What follows belongs to an exercise in optimizing a design on an open flow for small area, a short achievable clock period and few clock cycles per item; a production flow would make more cautious choices.
Function was checked by simulation only, so behaviour that the tests miss may differ from the original.
No activity file was given, so power comes from the tool's default toggle rates.

==> nickel <==
## integer_to_radix_text
module integer_to_radix_text (
  input  wire logic        clk,
  input  wire logic        rst,
  input  wire logic        in_valid,
  output logic             in_ready,
  input  wire logic [63:0] value,
  input  wire logic [7:0]  radix,
  input  wire logic        signed_mode,
  input  wire logic [7:0]  min_digits,
  output logic             out_valid,
  input  wire logic        out_ready,
  output logic [63:0]      text_chunk,
  output logic [3:0]       chunk_bytes,
  output logic             last_chunk
);
  localparam int NC = irt_pkg::NCELL;
  localparam int NO = irt_pkg::NODD;
  localparam logic [2:0] C_IDLE = 3'd0;
  localparam logic [2:0] C_S1   = 3'd1;
  localparam logic [2:0] C_S2   = 3'd2;
  localparam logic [2:0] C_S3   = 3'd3;
  localparam logic [2:0] C_WAIT = 3'd4;
  localparam logic [2:0] C_DD   = 3'd5;
  logic [2:0]  cst;
  logic [63:0] v;           
  logic        negc;        
  logic        odd;         
  logic [5:0]  aw [7];      
  logic [6:0]  kr;          
  logic [5:0]  m1;          
  logic [6:0]  c1;          
  logic [5:0]  msb0;        
  logic        nz0;         
  logic        onesz;       
  logic        isz;         
  logic [1:0]  jcap;        
  logic [2:0]  acc;         
  logic [1:0]  pn;          
  logic [12:0] mx, my;      
  logic [5:0]  lowb;        
  logic [6:0]  np1;         
  logic [2:0]  pp;          
  logic        padr;        
  logic [5:0]  hu;          
  logic [6:0]  ecell;       
  logic [8:0]  e_hin;       
  logic [7:0]  e_lo;        
  logic [6:0]  ptr;         
  logic [6:0]  lr;          
  logic [1:0]  pr;          
  logic [6:0]  fidx;        
  logic        ptr_nz;      
  logic        dd_done_q;   
  logic        nbit;        
  logic [6:0]  act;         
  logic [5:0]  dcell [NC];
  logic        creg  [NO + 1];
  logic        busy_e;      
  logic        neg_e;
  logic        first_e;
  logic [3:0]  q8_e;
  ...
clock: 5.0 ns
lec_check: 0
cap_margin: 20
core_margin: 2
core_utilization: 40
setup_slack_margin: 1.4
slew_margin: 20
run.sh (not shown) runs the stock make flow with config.mk's settings and CLKGATE_MAP_FILE= SYNTH_SCRIPT=/design/flow/synth_recipe.tcl, a recipe that flattens the netlist after the stock synthesis.
==> quartz: changes against nickel <==
--- a/flow/design.v
+++ b/flow/design.v
@@ -307,35 +307,36 @@
   logic [6:0]  c1;          
   logic [5:0]  msb0;        
   logic        nz0;         
   logic        onesz;       
   logic        isz;         
   logic [1:0]  jcap;        
   logic [2:0]  acc;         
   logic [1:0]  pn;          
+  logic        first_dd;    
   logic [12:0] mx, my;      
   logic [5:0]  lowb;        
   logic [6:0]  np1;         
   logic [2:0]  pp;          
-  logic        padr;        
-  logic [5:0]  hu;          
+  logic [3:0]  q8;          
   logic [6:0]  ecell;       
+  logic [8:0]  e_hi;        
   logic [8:0]  e_hin;       
   logic [7:0]  e_lo;        
   logic [6:0]  ptr;         
   logic [6:0]  lr;          
   logic [1:0]  pr;          
   logic [6:0]  fidx;        
   logic        ptr_nz;      
   logic        dd_done_q;   
   logic        nbit;        
   logic [6:0]  act;         
   logic [5:0]  dcell [NC];
-  logic        creg  [NO + 1];
+  logic        creg  [NO];
   logic        busy_e;      
   logic        neg_e;
   logic        first_e;
   logic [3:0]  q8_e;
   logic [6:0]  last_e;      
   logic [1:0]  sk_e;        
   logic        fix_e;       
   logic [2:0]  pp_e;
@@ -401,101 +402,83 @@
     end
     for (int b = 0; b < 8; b++) begin
       a_lo[b] = (act[2:0] >= 3'(b));
     end
     for (int i = 0; i < NC; i++) begin
       inj[i] = e_hin[i/8] && e_lo[i%8];
     end
   end
+  logic [5:0]  deff  [NC];   
+  always_comb begin
+    for (int i = 0; i < NC; i++) begin
+      deff[i] = dcell[i] | ((first_dd && inj[i]) ? {3'd0, acc} : 6'd0);
+      deff[i] = deff[i] & 6'((1 << irt_pkg::cell_w(i)) - 1);
+    end
+  end
   for (genvar i = 0; i < NC; i++) begin : g_cell
     localparam int W = irt_pkg::cell_w(i);
     if (W == 1) begin : g_bin
-      assign cout[i] = dcell[i][0];
+      assign cout[i] = deff[i][0];
       assign sumh[i] = 5'd0;
     end else begin : g_gen
       logic [5:0] sum;
       logic       ci;
       always_comb begin
-        ci  = (i + 1 <= NO) ? (odd && creg[(i+1) % (NO + 1)]) : 1'b0;
-        sum = (dcell[i] & 6'((1 << W) - 1)) + aw[W] + {5'd0, ci};
+        if (inj[i])           ci = odd && nbit;
+        else if (i + 1 < NO)  ci = odd && creg[(i+1) % NO];
+        else                  ci = 1'b0;
+        sum = deff[i] + aw[W] + {5'd0, ci};
       end
       assign cout[i] = sum[W-1];
       assign sumh[i] = 5'(sum);
     end
   end
   always_comb begin
     for (int i = 0; i < NC; i++) begin
-      if (odd && (i + 1 <= NO))     cin[i] = creg[(i+1) % (NO + 1)];
-      else if (inj[i])              cin[i] = nbit;
+      if (inj[i])                   cin[i] = nbit;
+      else if (odd && (i + 1 < NO)) cin[i] = creg[(i+1) % NO];
       else if (i + 1 < NC)          cin[i] = cout[(i+1) % NC];
       else                          cin[i] = 1'b0;
       if (irt_pkg::cell_w(i) == 1) begin
         dnext[i] = {5'd0, cin[i]};
       end else begin
-        dnext[i] = cout[i] ? {sumh[i], cin[i] ^ odd} : {dcell[i][4:0], cin[i]};
+        dnext[i] = cout[i] ? {sumh[i], cin[i] ^ odd} : {deff[i][4:0], cin[i]};
       end
       if (i < NO) stepc[i] = !odd || a_hi[i/8] || (a_eq[i/8] && a_lo[i%8]);
       else        stepc[i] = 1'b1;
     end
   end
-  logic        dd_start;
-  logic [8:0]  eh_n;
-  logic [7:0]  el_n;
-  logic        inj_n [NC];
-  logic        prew  [NC];
-  logic [2:0]  acc_n;
-  logic        nbit_n;
-  always_comb begin
-    dd_start = (cst_n == C_DD) && (cst != C_DD);
-    for (int b = 0; b < 9; b++) eh_n[b] = (cst == C_S3) ? (e_c[6:3] == 4'(b)) : e_hin[b];
-    for (int b = 0; b < 8; b++) el_n[b] = (cst == C_S3) ? (e_c[2:0] == 3'(b)) : e_lo[b];
-    for (int i = 0; i < NC; i++) begin
-      inj_n[i] = eh_n[i/8] && el_n[i%8] && (ptr_n != 7'd0) && (cst_n == C_DD);
-      prew[i]  = eh_n[i/8] && el_n[i%8] && dd_start;
-    end
-    acc_n = take ? {acc[1:0], nbit} : acc;
-    if (cst == C_S1)                          nbit_n = (p_c != 2'd0) ? sbit : lone;
-    else if (take || ((cst == C_DD) && ptr_nz)) nbit_n = fbit;
-    else                                      nbit_n = nbit;
-  end
   always_ff @(posedge clk) begin
     for (int i = 0; i < NC; i++) begin
       if ((cst == C_DD) && stepc[i]) begin
         dcell[i] <= dnext[i] & 6'((1 << irt_pkg::cell_w(i)) - 1);
-      end else if (prew[i]) begin
-        dcell[i] <= {3'd0, acc_n} & 6'((1 << irt_pkg::cell_w(i)) - 1);
       end else if (pop) begin
         dcell[i] <= ((i + 8 < NC) && !((i < 2) && last_ld)) ?
                     (dcell[(i+8) % NC] & 6'((1 << irt_pkg::cell_w(i)) - 1)) : 6'd0;
       end
     end
-    for (int i = 1; i <= NO; i++) begin
-      creg[i] <= odd && (((cst == C_DD) && stepc[i] && cout[i]) || (inj_n[i-1] && nbit_n));
+    for (int i = 1; i < NO; i++) begin
+      creg[i] <= (cst == C_DD) && odd && stepc[i] && cout[i];
     end
     creg[0] <= 1'b0;
   end
   logic [6:0] ptr_n;
   logic [6:0] blen_c;
-  logic       lbig, lone;
-  logic [1:0] lsm1;
   logic [1:0] p_c;
   logic       fbit;
   logic       sbit;
   logic       take;
   logic       z0, z1;
   logic [1:0] sk_c;
   always_comb begin
     blen_c = nz0 ? (7'(msb0) + 7'd1 + {6'd0, onesz}) : {6'd0, onesz};
-    lbig   = nz0 && ((msb0 >= 6'd3) || ((msb0 == 6'd2) && onesz));
-    lsm1   = msb0[1:0] + {1'b0, onesz};
-    if (!nz0)               p_c = 2'd0;
-    else if (lbig)          p_c = jcap;
-    else                    p_c = (lsm1 < jcap) ? lsm1 : jcap;
-    lone   = (nz0 && (msb0 == 6'd0) && !onesz) || (!nz0 && onesz);
+    if (blen_c >= 7'd4)      p_c = jcap;
+    else if (blen_c == 7'd0) p_c = 2'd0;
+    else                     p_c = (2'(blen_c - 7'd1) < jcap) ? 2'(blen_c - 7'd1) : jcap;
     ptr_n = ptr;
     if (cst == C_S3) ptr_n = lr - 7'(pr);
     else if ((cst == C_DD) && ptr_nz) ptr_n = ptr - 7'd1;
     fbit = !fidx[6] && (v[fidx[5:0]] ^ (negc && (fidx[5:0] <= lowb)));
     sbit = !onesz && nz0 && (msb0 != 6'd0) &&
            (v[msb0 - 6'd1] ^ (negc && ({1'b0, msb0} <= {1'b0, lowb} + 7'd1)));
     take = ((cst == C_S2) || (cst == C_S3)) && (pn != 2'd0);
     z0 = 1'b0;
@@ -528,77 +511,78 @@
     if (cst == C_S3) act_n = e_c;
     else if ((cst == C_DD) && (ptr <= 7'd1)) act_n = act - 7'd1;
     pp_n  = (cst == C_S3) ? pp_c : pp;
     odd_n = odd;
   end
   always_ff @(posedge clk) begin
     cst       <= cst_n;
     dd_done_q <= (cst_n == C_IDLE) ||
-                 ((cst_n == C_DD) && (ptr_n <= 7'd1) &&
-                  (!odd_n || ((cst == C_S3) ? (np1 == 7'd0) : (act_n == {4'd0, pp}))));
+                 ((cst_n == C_DD) && (ptr_n <= 7'd1) && (!odd_n || (act_n == {4'd0, pp_n})));
   end
   always_ff @(posedge clk) begin
     if (accept) begin
       v     <= vin;
       negc  <= neg_in;
       odd   <= rad_in[0];
-      hu    <= hu_c;
+      for (int w = 2; w <= 6; w++) begin
+        aw[w] <= (hu_c <= 6'(1 << (w - 1))) ? 6'(6'(1 << (w - 1)) - hu_c) : 6'd0;
+      end
       kr    <= irt_pkg::max_digits(rad_in);
       jcap  <= (rad_in >= 6'd8) ? 2'd3 : ((rad_in >= 6'd4) ? 2'd2 : 2'd1);
       msb0  <= msb0_c[5:0];
       nz0   <= msb0_c[6];
       onesz <= onesz_c;
       lowb  <= lowb_c;
       m1    <= 6'(mdig_in - 7'd1);
       c1    <= mdig_in - 7'd1 + {6'd0, neg_in};
     end
     case (cst)
       C_S1: begin
-        for (int w = 2; w <= 6; w++) begin
-          aw[w] <= (hu <= 6'(1 << (w - 1))) ? 6'(6'(1 << (w - 1)) - hu) : 6'd0;
-        end
         isz           <= !nz0 && !onesz;
         lr            <= blen_c;
         pr            <= p_c;
         {mx, my}      <= irt_pkg::csa_np({1'b0, msb0}, kr, nz0, onesz);
       end
       C_S2: begin
         np1 <= isz ? 7'd0 : irt_pkg::add_hi(mx, my);
       end
       C_S3: begin
         ecell <= e_c;
         pp    <= pp_c;
-        padr  <= padded;
+        q8    <= padded ? (c1[6:3] - e_c[6:3]) : 4'd0;
+        for (int b = 0; b < 9; b++) e_hi[b] <= (e_c[6:3] == 4'(b));
         for (int b = 0; b < 8; b++) e_lo[b] <= (e_c[2:0] == 3'(b));
       end
       C_DD: begin
       end
       default: begin
       end
     endcase
     act   <= act_n;
     aw[0] <= 6'd0;
     aw[1] <= 6'd0;
     ptr    <= ptr_n;
-    nbit <= nbit_n;
     if (cst == C_S1) begin
       acc  <= (p_c != 2'd0) ? 3'd1 : 3'd0;
       pn   <= (p_c != 2'd0) ? (p_c - 2'd1) : 2'd0;
+      nbit <= (p_c != 2'd0) ? sbit : (blen_c == 7'd1);
       fidx <= {1'b0, msb0} - 7'd2;
     end else if (take || ((cst == C_DD) && ptr_nz)) begin
+      nbit <= fbit;
       fidx <= fidx - 7'd1;
     end
     if (take) begin
-      acc <= acc_n;
+      acc <= {acc[1:0], nbit};
       pn  <= pn - 2'd1;
     end
+    first_dd <= (cst_n == C_DD) && (cst != C_DD);
     ptr_nz <= (ptr_n != 7'd0);
     for (int b = 0; b < 9; b++) begin
-      e_hin[b] <= ((cst == C_S3) ? (e_c[6:3] == 4'(b)) : e_hin[b]) && (ptr_n != 7'd0);
+      e_hin[b] <= ((cst == C_S3) ? (e_c[6:3] == 4'(b)) : e_hi[b]) && (ptr_n != 7'd0);
     end
   end
   logic [63:0] chunk_c;
   logic [3:0]  bytes_c;
   logic [6:0]  rem_c;       
   assign load_o  = busy_e && !fix_e && (!out_valid || out_ready);
   assign rem_c   = last_e - 7'(sk_e);
   assign last_ld = (q8_e == 4'd0) && (rem_c <= 7'd7);
@@ -636,17 +620,17 @@
         out_valid <= 1'b1;
       end else if (out_ready) begin
         out_valid <= 1'b0;
       end
       if ((cst == C_DD) && dd_done) begin
         busy_e  <= 1'b1;
         neg_e   <= negc;
         first_e <= 1'b1;
-        q8_e    <= padr ? (c1[6:3] - ecell[6:3]) : 4'd0;
+        q8_e    <= q8;
         last_e  <= ecell;
         fix_e   <= 1'b1;
         pp_e    <= pp;
         al1_e   <= (np1 > 7'(m1));
         al2_e   <= (np1 > 7'(m1) + 7'd1);
       end else if (fix_e) begin
         fix_e   <= 1'b0;
         sk_e    <= sk_c;
==> flow/config.mk (replaced) <==
export PLATFORM = sky130hd
export DESIGN_NAME = integer_to_radix_text
export DESIGN_NICKNAME = integer_to_radix_text
export VERILOG_FILES = /design/flow/design.v
export SDC_FILE = /design/flow/constraint.sdc
export NUM_CORES = 4
export LEC_CHECK = 0
export CAP_MARGIN = 20
export CORE_MARGIN = 2
export CORE_UTILIZATION = 40
export SLEW_MARGIN = 20
==> comparison <==
Global-route usage: nickel is higher than quartz (1.1 points). Between nickel and quartz, the lower clock power is in quartz (gap 8.6%, measured against quartz). In quartz the synthesized cell count is smaller than in nickel, by about 1.5%. Of quartz and nickel, nickel has the higher routed wire length (gap about 6.5%, measured against nickel). Of quartz and nickel, nickel has the higher core utilization (gap 1.5 points). Sequential share of layout area: quartz is higher than nickel (1.9 points). Between quartz and nickel, the lower sequential power is in nickel (gap about 2%, measured against nickel). Between quartz and nickel, the lower via count is in quartz (gap about 3.3%, measured against nickel).
==> figures <==
| item | nickel | quartz |
|---|---|---|
| Number of buffers and inverters on the critical path | 4 | 2 |
| Post-detailed-placement cell area | 0.0480 mm2 | 0.0476 mm2 |
| Yosys warns | 12 | 11 |
| Placed insts | 6126 | 6030 |
| Worst-path fanout max | 7 | 23 |
| Sequential power share | 35.1% | 36.2% |
| Tapcell Cnt | 1488 | 1414 |
| Outcome | complete, no violations | complete, no violations |
| Worst hold stages | 0 | 2 |
| Synth cell types | 97 | 93 |
| Share of synthesized area spent on multiplexers | 9.07% | 8.67% |
| Proportion of total power due to net switching | 37.5% | 36.5% |
| Setup repair after global routing missed its margin | true | false |
| Die outline area | 0.114 mm2 | 0.112 mm2 |
| Vias | 36121 | 34942 |
| Share of final layout cell area taken by clock buffers and inverters | 4.87% | 4.63% |
| Most common library cell in the layout ignoring fill and taps | nand2_1 | edfxtp_1 |
| DR vias/cell | 5.68 | 5.68 |
Testbench counts of nickel, summed over its fixed seeds: cycles 7,796, items 384.
Testbench counts of quartz, summed over its fixed seeds: cycles 7,796, items 384.

[static timing again, ports no longer ideal]
The flow's constraints put no driver on any port. The routed layouts listed below were extracted and timed again, unchanged, in two steps.
Step 1 (the two cells are an assumption about what drives the block):
set clk [get_ports {clk}]
set_driving_cell -lib_cell sky130_fd_sc_hd__clkbuf_16 $clk
set_driving_cell -lib_cell sky130_fd_sc_hd__buf_2 [delete_from_list [all_inputs] $clk]
Step 2 also shifts input and output timing later by t, the mid clock arrival at the registers, as if the neighbouring blocks saw the same clock.
Three values: ideal ports, drivers, drivers and shift; two values: the first two.
run	shift t [ns]	setup slack, ns	worst setup path after step 2
nickel	0.712	1.365 / 1.365 / 0.815	input to register
quartz	0.699	0.832 / 0.832 / 0.351	input to register
After both steps setup and hold are still met in every run listed. For nickel, which loses most, drivers alone change the setup slack by 0.000 ns; drivers and shift together by -0.550 ns.
